This is an optimization exercise on Yosys and OpenROAD, whose aim is small area, a short achievable clock period and few clock cycles per item, not a production implementation.
Only simulation tests tie the RTL to the original design; equivalence was not proved.

## julia_pixel_engine
module julia_pixel_engine #(
  parameter int H_RES    = 640,
  parameter int V_RES    = 480,
  parameter int MAX_ITER = 255,
  parameter int FRAC     = 12
) (
  input  logic        clk,
  input  logic        reset_n,
  input  logic        start,
  input  logic        abort,
  input  logic [15:0] c_re,
  input  logic [15:0] c_im,
  input  logic [15:0] re_start,
  input  logic [15:0] im_start,
  input  logic [15:0] step,
  output logic        draw,
  input  logic        draw_ready,
  output logic [9:0]  x,
  output logic [9:0]  y,
  output logic [7:0]  i,
  output logic        busy,
  output logic        frame_done
);
For scale: roughly 3,400 cells after synthesis, about 510 flip-flops, ~34,000 µm² of cells after synthesis.
export LEC_CHECK = 0
export CAP_MARGIN = 20
export CORE_MARGIN = 2
export CORE_UTILIZATION = 40
export PLACE_DENSITY = 0.6
export SLEW_MARGIN = 20
create_clock -name core_clock -period 11.0 [get_ports {clk}]
standard.sh (not shown) runs the stock make flow with config.mk's settings and CLKGATE_MAP_FILE= SYNTH_SCRIPT=/design/flow/synth_recipe.tcl, a recipe that flattens the netlist after the stock synthesis.
==> flow/flow/run.sh <==
#!/bin/bash
# Standard ORFS layout (the standard.sh, unchanged synthesis), with the resizer's
# setup repair aimed below the clock period: repair_timing gets a setup margin so that
# it keeps improving paths after the 11 ns constraint is met. The make output goes to
# flow_standard.log here; ORFS's own per-step logs are under orfs/logs.
set -euo pipefail
export SETUP_SLACK_MARGIN=7.7
bash standard.sh > flow_standard.log 2>&1
Testbench counts at the start, summed over its fixed seeds: cycles 2,658,186, pixels 61,440.
Edit:
--- a/flow/flow/run.sh
+++ b/flow/flow/run.sh
@@ -5,4 +5,6 @@
 # flow_standard.log here; ORFS's own per-step logs are under orfs/logs.
 set -euo pipefail
-export SETUP_SLACK_MARGIN=7.7
+export SETUP_SLACK_MARGIN=7.6
+# port buffers: a plain buffer instead of the delay cell buffer_ports picks by default
+export BUFFER_PORTS_ARGS="-buffer_cell sky130_fd_sc_hd__buf_1"
 bash standard.sh > flow_standard.log 2>&1
--- a/flow/config.mk
+++ b/flow/config.mk
@@ -6,7 +6,7 @@
 export NUM_CORES = 4
 export LEC_CHECK = 0
-export CAP_MARGIN = 20
+export CAP_MARGIN = 5
 export CORE_MARGIN = 2
 export CORE_UTILIZATION = 40
 export PLACE_DENSITY = 0.6
-export SLEW_MARGIN = 20
+export SLEW_MARGIN = 5
The changed run produced a clean layout.
Die area stays the same.
Hold slack stays flat.
Critical path depth grows by 1.
Edit:
--- a/flow/config.mk
+++ b/flow/config.mk
@@ -6,7 +6,7 @@
 export NUM_CORES = 4
 export LEC_CHECK = 0
-export CAP_MARGIN = 5
+export CAP_MARGIN = 20
 export CORE_MARGIN = 2
-export CORE_UTILIZATION = 40
-export PLACE_DENSITY = 0.6
-export SLEW_MARGIN = 5
+export CORE_UTILIZATION = 60
+export PLACE_DENSITY = 0.75
+export SLEW_MARGIN = 20
=> The changed run produced a clean layout; via count grows by 5.0%; area after synthesis stays the same; non-clock buffer count grows by 6; fmax falls by 1.5%.
Edit:
--- a/flow/config.mk
+++ b/flow/config.mk
@@ -8,5 +8,5 @@
 export CAP_MARGIN = 20
 export CORE_MARGIN = 2
-export CORE_UTILIZATION = 60
-export PLACE_DENSITY = 0.75
+export CORE_UTILIZATION = 40
+export PLACE_DENSITY = 0.6
 export SLEW_MARGIN = 20
Outcome:
- area after synthesis does not change
- clock-buffer cell count goes down by 1


Setup of run A:
julia_pixel_engine again, from the RTL that the note above started with.
Settings: LEC_CHECK=0, CAP_MARGIN=20, CORE_MARGIN=2, CORE_UTILIZATION=40, PLACE_DENSITY=0.6, SLEW_MARGIN=20; clock period 11.0 ns.
==> flow/flow/run.sh <==
#!/bin/bash
# Standard ORFS layout (the standard.sh, unchanged synthesis), with the resizer's
# setup repair aimed below the clock period: repair_timing gets a setup margin so that
# it keeps improving paths after the 11 ns constraint is met. The make output goes to
# flow_standard.log here; ORFS's own per-step logs are under orfs/logs.
set -euo pipefail
export SETUP_SLACK_MARGIN=7.6
bash standard.sh > flow_standard.log 2>&1
Testbench counts of run A, summed over its fixed seeds: cycles 2,658,186, pixels 61,440.
> inputs changed (run A -> run B)
--- a/flow/flow/run.sh
+++ b/flow/flow/run.sh
@@ -6,3 +6,5 @@
 set -euo pipefail
 export SETUP_SLACK_MARGIN=7.6
+# port buffers: a plain buffer instead of the delay cell buffer_ports picks by default
+export BUFFER_PORTS_ARGS="-buffer_cell sky130_fd_sc_hd__buf_2"
 bash standard.sh > flow_standard.log 2>&1
==> run notes <==
Comparing run B and run A, sequential cell area share is higher on run B.
Wire length after detailed routing was higher in run A than in run B.
Via count (higher): run A
Summary of run B over run A: routed metal-1 wirelength now smaller; register-to-register setup slack has decreased; critical path depth decreased 1; pin count of the biggest net entering global routing decreased by 1 relative to the old numbers.
Compared with run A, run B shows met2 layer wire length in the routed design lower by 1.1 mm.
Diff run A..run B | count of sequential standard cells | unchanged
Modified inputs, run C compared to run B
--- a/flow/flow/run.sh
+++ b/flow/flow/run.sh
@@ -7,4 +7,6 @@
 export SETUP_SLACK_MARGIN=7.6
 # port buffers: a plain buffer instead of the delay cell buffer_ports picks by default
-export BUFFER_PORTS_ARGS="-buffer_cell sky130_fd_sc_hd__buf_2"
+export BUFFER_PORTS_ARGS="-buffer_cell sky130_fd_sc_hd__buf_1"
+# clock tree: the standard options, without the dummy loads CTS adds to balance its leaves
+export CTS_ARGS="-sink_clustering_enable -repair_clock_nets -dont_use_dummy_load"
 bash standard.sh > flow_standard.log 2>&1
Diff run B -> run C | final design area excluding fillers | down slightly. The proportion of layout cells with a drive suffix above 1 in run C sits 3.8 points below the value recorded for run B. Overall routed net length essentially unchanged between run B and run C. Changes observed in run C relative to run B: data required time of the worst path has remained practically unchanged; end-of-flow core utilization went down; via count of the routed design lower. Run C completed; timing, DRC and antenna clean.
--- input diff run C..run D ---
Settings: an added CTS_BUF_LIST of sky130_fd_sc_hd__clkbuf_4 sky130_fd_sc_hd__clkbuf_8.
--- a/flow/flow/run.sh
+++ b/flow/flow/run.sh
@@ -8,5 +8,3 @@
 # port buffers: a plain buffer instead of the delay cell buffer_ports picks by default
 export BUFFER_PORTS_ARGS="-buffer_cell sky130_fd_sc_hd__buf_1"
-# clock tree: the standard options, without the dummy loads CTS adds to balance its leaves
-export CTS_ARGS="-sink_clustering_enable -repair_clock_nets -dont_use_dummy_load"
 bash standard.sh > flow_standard.log 2>&1
## What came out
As far as final setup TNS goes, run D and run C are indistinguishable; the numbers are identical. Going from run C to run D, the utilization was found to have gone up by 1.1 points. Run D: number of buffer and inverter stages on the critical path is 2 lower than what run C reported. Of run D and run C, it is run D that has the higher first-pass GRT wire length.

[what the ideal ports hide]
How much do the figures lean on ideal ports? The routed layouts below were timed once more, with nothing changed but the port constraints.
Step 1 sets driving cells, clkbuf_16 on the clock port and buf_2 on the other inputs (assumed; they add their load-dependent delay and slew).
Step 2, shift: input delay + t, output delay - t, t = (earliest + latest rising clock arrival at the registers) / 2. This alone moves slack from input paths to output paths.
Slacks: no drivers / after step 1 / after step 2; pairs: no drivers / after step 1.
| run | t (ns) | setup WS [ns] | worst setup path at the end |
|---|---|---|---|
| the first run of note 1 | 0.679 | 7.599 / 7.559 / 7.129 | input to register |
| the second run of note 1 | 0.673 | 7.571 / 7.571 / 7.140 | input to register |
| the third run of note 1 | 0.673 | 7.518 / 7.518 / 7.103 | input to register |
| the fourth run of note 1 | 0.673 | 7.571 / 7.571 / 7.140 | input to register |
| run A | 0.689 | 7.602 / 7.576 / 7.212 | input to register |
| run B | 0.691 | 7.550 / 7.548 / 7.204 | input to register |
| run C | 0.655 | 7.427 / 7.427 / 7.150 | input to register |
| run D | 0.753 | 7.533 / 7.506 / 7.131 | input to register |
After both steps every run listed still meets setup and hold. For the first run of note 1, which loses most, drivers alone change the setup slack by -0.040 ns; drivers and shift together by -0.470 ns.
